What follows belongs to an exercise in optimizing a design on an open flow for small area and a short achievable clock period; a production flow would make more cautious choices.
Only simulation tests tie the RTL to the original design; equivalence was not proved.
The clock port is modelled as an ideal driver, which makes a skipped or thinned clock tree look cheaper than it is; a real chip needs a root buffer or a tree.
Power is estimated from default activity; no workload was simulated.

Setup of the reference run:
## wallace_mult_top
module wallace_mult_top (
    input  logic        clk,
    input  logic        arst_n,
    input  logic        in_valid,
    input  logic [15:0] a,
    input  logic [15:0] b,
    output logic        out_valid,
    output logic [31:0] product,
    output logic        busy
);
Size in the first run: roughly 880 cells after synthesis, ~140 flip-flops, ~9600 sq um of cells after synthesis.
Settings: LEC_CHECK=0, CAP_MARGIN=20, CORE_MARGIN=2, CORE_UTILIZATION=40, PLACE_DENSITY=0.75, SLEW_MARGIN=20, SYNTH_HIERARCHICAL=1, SYNTH_MINIMUM_KEEP_SIZE=0; clock period 11.0 ns.
standard.sh (not shown) runs the stock make flow with config.mk's settings and CLKGATE_MAP_FILE= SYNTH_SCRIPT=/design/flow/synth_recipe.tcl, a recipe that flattens the netlist after the stock synthesis.
==> flow/flow/run.sh <==
#!/bin/bash
# Standard ORFS layout (standard.sh, unchanged synthesis) with three changes: ports are
# buffered with sky130_fd_sc_hd__buf_2 instead of the default delay buffer; the clock tree is one level of
# clkbuf_16 buffers placed by flow/cts_pre.tcl instead of TritonCTS; and repair_timing
# aims for extra setup slack. The make output goes to standard_flow.log; each ORFS step
# keeps its own log under orfs/logs.
set -euo pipefail
export BUFFER_PORTS_ARGS="-buffer_cell sky130_fd_sc_hd__buf_2"
export SETUP_SLACK_MARGIN=8.1
export PRE_CTS_TCL="$(pwd)/flow/cts_pre.tcl"
export CLK_NLEAF=8
export CLK_NL1=4
export CLK_LEAF_CELL=sky130_fd_sc_hd__clkinv_8
export CLK_L1_CELL=sky130_fd_sc_hd__clkinv_8
bash standard.sh > standard_flow.log 2>&1
Other scripts of this flow, unchanged in this note and not shown: flow/flow/cts_pre.tcl
> inputs changed (the reference run -> the trial run)
# the reference run
export LEC_CHECK = 0
export CAP_MARGIN = 20
export CORE_MARGIN = 2
export CORE_UTILIZATION = 40
export PLACE_DENSITY = 0.75
export SLEW_MARGIN = 20
export SYNTH_HIERARCHICAL = 1
export SYNTH_MINIMUM_KEEP_SIZE = 0
create_clock -name core_clock -period 11.0 [get_ports {clk}]
# the trial run
export LEC_CHECK = 0
export CAP_MARGIN = 20
export CORE_MARGIN = 2
export CORE_UTILIZATION = 40
export SLEW_MARGIN = 20
export SYNTH_HIERARCHICAL = 1
export SYNTH_MINIMUM_KEEP_SIZE = 0
export TNS_END_PERCENT = 0
create_clock -name core_clock -period 11.0 [get_ports {clk}]
==> flow/flow/run.sh <==
#!/bin/bash
# The standard ORFS layout (standard.sh, with its synthesis unchanged) with three changes:
#  - every port is buffered with sky130_fd_sc_hd__buf_2 instead of the default delay buffer
#    (flow/place_pre.tcl, when present, picks buf_1 for inputs and buf_2 for outputs);
#  - the clock tree is built by flow/cts_pre.tcl instead of TritonCTS: the clock port drives
#    $CLK_NL1 first-level cells, each driving leaf cells placed at the centres of k-means
#    clusters of the flip-flops, so every flip-flop sees the same two cells;
#  - repair_timing aims for $SETUP_SLACK_MARGIN ns of extra setup slack.
# make's output goes to standard_flow.log; each ORFS step keeps its own log in orfs/logs.
set -euo pipefail
export BUFFER_PORTS_ARGS="-buffer_cell sky130_fd_sc_hd__buf_2"
export SETUP_SLACK_MARGIN=8.3
export PRE_CTS_TCL="$(pwd)/flow/cts_pre.tcl"
export CLK_NLEAF=8
export CLK_NL1=4
export CLK_LEAF_CELL=sky130_fd_sc_hd__clkinv_8
export CLK_L1_CELL=sky130_fd_sc_hd__clkinv_8
bash standard.sh > standard_flow.log 2>&1
The trial run: done, clean on timing, DRC and antenna. The reference run went all the way through the flow, and no timing, DRC or antenna check failed. Vias: the trial run below the reference run. Relative to the reference run, the final cell area reported for the trial run is lower. From the reference run to the trial run the numbers moved as follows: fraction of standard cell area that is sequential climbed 0.25 points; final worst-path setup slack climbed 0.046 ns.
No run of this note takes its clock network from TritonCTS; it comes from the design's own scripts or RTL.

========
Starting RTL as in the previous note.
clock: 11.0 ns
lec_check: 0
cap_margin: 20
core_margin: 2
core_utilization: 40
slew_margin: 20
synth_hierarchical: 1
synth_minimum_keep_size: 0
==> flow/flow/run.sh <==
#!/bin/bash
# Standard ORFS layout (standard.sh, unchanged synthesis) with three changes: ports are
# buffered with sky130_fd_sc_hd__buf_2 instead of the default delay buffer; the clock tree is one level of
# clkbuf_16 buffers placed by flow/cts_pre.tcl instead of TritonCTS; and repair_timing
# aims for extra setup slack. The make output goes to standard_flow.log; each ORFS step
# keeps its own log under orfs/logs.
set -euo pipefail
export BUFFER_PORTS_ARGS="-buffer_cell sky130_fd_sc_hd__buf_2"
export SETUP_SLACK_MARGIN=8.1
export PRE_CTS_TCL="$(pwd)/flow/cts_pre.tcl"
export CLK_NLEAF=8
export CLK_NL1=4
export CLK_LEAF_CELL=sky130_fd_sc_hd__clkinv_8
export CLK_L1_CELL=sky130_fd_sc_hd__clkinv_8
bash standard.sh > standard_flow.log 2>&1
Other scripts of this flow, unchanged in this note and not shown: flow/flow/cts_pre.tcl
The baseline completed with no timing, DRC or antenna violations.
==> next run, changes <==
==> flow/flow/run.sh (replaced) <==
#!/bin/bash
# The standard ORFS layout (standard.sh, with its synthesis unchanged) with these changes:
#  - every port still gets its own buffer, but flow/place_pre.tcl (PRE_GLOBAL_PLACE_TCL)
#    picks buf_1 for the inputs (each drives one flip-flop) and buf_2 for the outputs,
#    instead of the default delay buffer (clkdlybuf4s50_1);
#  - the tie cell is not copied once per load (SKIP_REPAIR_TIE_FANOUT);
#  - the clock tree is built by flow/cts_pre.tcl (PRE_CTS_TCL) instead of TritonCTS: the
#    clock port drives 4 clkinv_8 cells, each driving 2 clkinv_8 leaf cells placed at the
#    centres of k-means clusters of the flip-flops, so every flip-flop's clock passes the
#    same two inverters;
#  - repair_timing aims for 8.1 ns of extra setup slack (SETUP_SLACK_MARGIN).
# make's output goes to standard_flow.log; each ORFS step keeps its own log in orfs/logs.
set -euo pipefail
export BUFFER_PORTS_ARGS="-buffer_cell sky130_fd_sc_hd__buf_2"
export SETUP_SLACK_MARGIN=8.1
export SKIP_REPAIR_TIE_FANOUT=1
export PRE_CTS_TCL="$(pwd)/flow/cts_pre.tcl"
export PRE_GLOBAL_PLACE_TCL="$(pwd)/flow/place_pre.tcl"
export CLK_NLEAF=8
export CLK_NL1=4
export CLK_LEAF_CELL=sky130_fd_sc_hd__clkinv_8
export CLK_L1_CELL=sky130_fd_sc_hd__clkinv_8
bash standard.sh > standard_flow.log 2>&1
==> flow/flow/place_pre.tcl (new file) <==
# Port buffers: a small buf_1 on each input (it drives one flip-flop) and buf_2 on each
# output (it drives the 0.01 pF output load). Every port still gets its own buffer.
rename buffer_ports orfs_buffer_ports
proc buffer_ports { args } {
  orfs_buffer_ports -inputs -buffer_cell sky130_fd_sc_hd__buf_1
  orfs_buffer_ports -outputs -buffer_cell sky130_fd_sc_hd__buf_2
}
What happened:
- wire length shrinks by 2.1%
- cell count shrinks by 1.1%
- power stays flat
- register-to-register slack hardly moves
- utilization shrinks by 0.32 points
==> next run, changes <==
==> flow/flow/run.sh (replaced) <==
#!/bin/bash
# The standard ORFS layout (standard.sh, with its synthesis unchanged) with three changes:
#  - every port is buffered with sky130_fd_sc_hd__buf_2 instead of the default delay buffer
#    (flow/place_pre.tcl, when present, picks buf_1 for inputs and buf_2 for outputs);
#  - the clock tree is built by flow/cts_pre.tcl instead of TritonCTS: the clock port drives
#    $CLK_NL1 first-level cells, each driving leaf cells placed at the centres of k-means
#    clusters of the flip-flops, so every flip-flop sees the same two cells;
#  - repair_timing aims for $SETUP_SLACK_MARGIN ns of extra setup slack.
# make's output goes to standard_flow.log; each ORFS step keeps its own log in orfs/logs.
set -euo pipefail
export BUFFER_PORTS_ARGS="-buffer_cell sky130_fd_sc_hd__buf_2"
export SETUP_SLACK_MARGIN=8.1
export PRE_CTS_TCL="$(pwd)/flow/cts_pre.tcl"
export CLK_NLEAF=8
export CLK_NL1=4
export CLK_LEAF_CELL=sky130_fd_sc_hd__clkinv_8
export CLK_L1_CELL=sky130_fd_sc_hd__clkinv_8
bash standard.sh > standard_flow.log 2>&1
- TNS_END_PERCENT: default -> 30
removed: flow/flow/place_pre.tcl
After rerunning: Total power is about the same; area after synthesis is unchanged; critical path depth is unchanged; design area increases by 2.1%; via count increases by 1.7%; global-route usage increases by 0.34 points.
==> next run, changes <==
==> flow/flow/run.sh (replaced) <==
#!/bin/bash
# Standard ORFS layout (standard.sh, unchanged synthesis) with three changes: ports are
# buffered with sky130_fd_sc_hd__buf_2 instead of the default delay buffer; the clock tree is one level of
# clkbuf_16 buffers placed by flow/cts_pre.tcl instead of TritonCTS; and repair_timing
# aims for extra setup slack. The make output goes to standard_flow.log; each ORFS step
# keeps its own log under orfs/logs.
set -euo pipefail
export BUFFER_PORTS_ARGS="-buffer_cell sky130_fd_sc_hd__buf_2"
export SETUP_SLACK_MARGIN=8.1
export PRE_CTS_TCL="$(pwd)/flow/cts_pre.tcl"
export CLK_NLEAF=8
export CLK_NL1=4
export CLK_LEAF_CELL=sky130_fd_sc_hd__clkinv_8
export CLK_L1_CELL=sky130_fd_sc_hd__clkinv_8
bash standard.sh > standard_flow.log 2>&1
- CORE_UTILIZATION: 40 -> 55
- TNS_END_PERCENT: 30 -> default
What happened: Area after synthesis stays the same. Cell area decreases by 1.2%. Total power came out higher by 1.3%. Fmax is about the same.
==> next run, changes <==
==> flow/flow/run.sh (replaced) <==
#!/bin/bash
# The standard ORFS layout (standard.sh, with its synthesis unchanged) with three changes:
#  - every port is buffered with sky130_fd_sc_hd__buf_2 instead of the default delay buffer
#    (flow/place_pre.tcl, when present, picks buf_1 for inputs and buf_2 for outputs);
#  - the clock tree is built by flow/cts_pre.tcl instead of TritonCTS: the clock port drives
#    $CLK_NL1 first-level cells, each driving leaf cells placed at the centres of k-means
#    clusters of the flip-flops, so every flip-flop sees the same two cells;
#  - repair_timing aims for $SETUP_SLACK_MARGIN ns of extra setup slack.
# make's output goes to standard_flow.log; each ORFS step keeps its own log in orfs/logs.
set -euo pipefail
export BUFFER_PORTS_ARGS="-buffer_cell sky130_fd_sc_hd__buf_2"
export SETUP_SLACK_MARGIN=8.1
export PRE_CTS_TCL="$(pwd)/flow/cts_pre.tcl"
export CLK_NLEAF=8
export CLK_NL1=4
export CLK_LEAF_CELL=sky130_fd_sc_hd__clkinv_8
export CLK_L1_CELL=sky130_fd_sc_hd__clkinv_8
bash standard.sh > standard_flow.log 2>&1
- CORE_UTILIZATION: 55 -> 40
- TNS_END_PERCENT: default -> 0
Result: The new run finished clean; synthesized cell count is unchanged; worst setup slack degrades by 0.032 ns; via count goes down by 7.5%; area after synthesis stays the same; first-iteration DRC count goes down by 30%; wire length goes down by 5.3%; clock skew is about the same; register-to-register slack degrades by 0.03 ns.
No run of this note takes its clock network from TritonCTS; it comes from the design's own scripts or RTL.

-- static timing again, ports no longer ideal --
In the flow no input, the clock included, has a driving cell. The finished layouts below were timed again as built, in two steps.
Step 1, drivers: a clkbuf_16 drives clk and a buf_2 each remaining input, both assumed.
Step 2 times the ports against the registers' clock, not the clock port: input delays grow and output delays shrink by t, the midpoint of the rising clock arrivals with the driver on.
a / b / c = no drivers / after step 1 / after step 2; a / b = the first two.
run | t, ns | setup slack, ns | hold WS [ns] | worst register clock-pin slew, ns | worst slew at a driven data input, ns
the reference run | 0.291 | 8.138 / 8.009 / 8.137 | 0.363 / 0.363 / 0.363 | 0.07 / 0.07 | 0.04
the trial run | 0.298 | 8.184 / 8.023 / 8.183 | 0.362 / 0.362 / 0.362 | 0.07 / 0.07 | 0.03
the first run of note 2 | 0.297 | 8.160 / 8.015 / 8.159 | 0.359 / 0.359 / 0.359 | 0.07 / 0.07 | 0.03
the second run of note 2 | 0.292 | 8.157 / 8.034 / 8.156 | 0.360 / 0.361 / 0.361 | 0.07 / 0.07 | 0.03
the third run of note 2 | 0.294 | 8.115 / 8.028 / 8.114 | 0.359 / 0.359 / 0.359 | 0.07 / 0.07 | 0.03
the fourth run of note 2 | 0.294 | 8.119 / 8.012 / 8.118 | 0.360 / 0.360 / 0.360 | 0.07 / 0.07 | 0.04
the fifth run of note 2 | 0.288 | 8.087 / 8.031 / 8.087 | 0.356 / 0.357 / 0.357 | 0.08 / 0.08 | 0.03
After both steps every run listed still meets setup and hold.
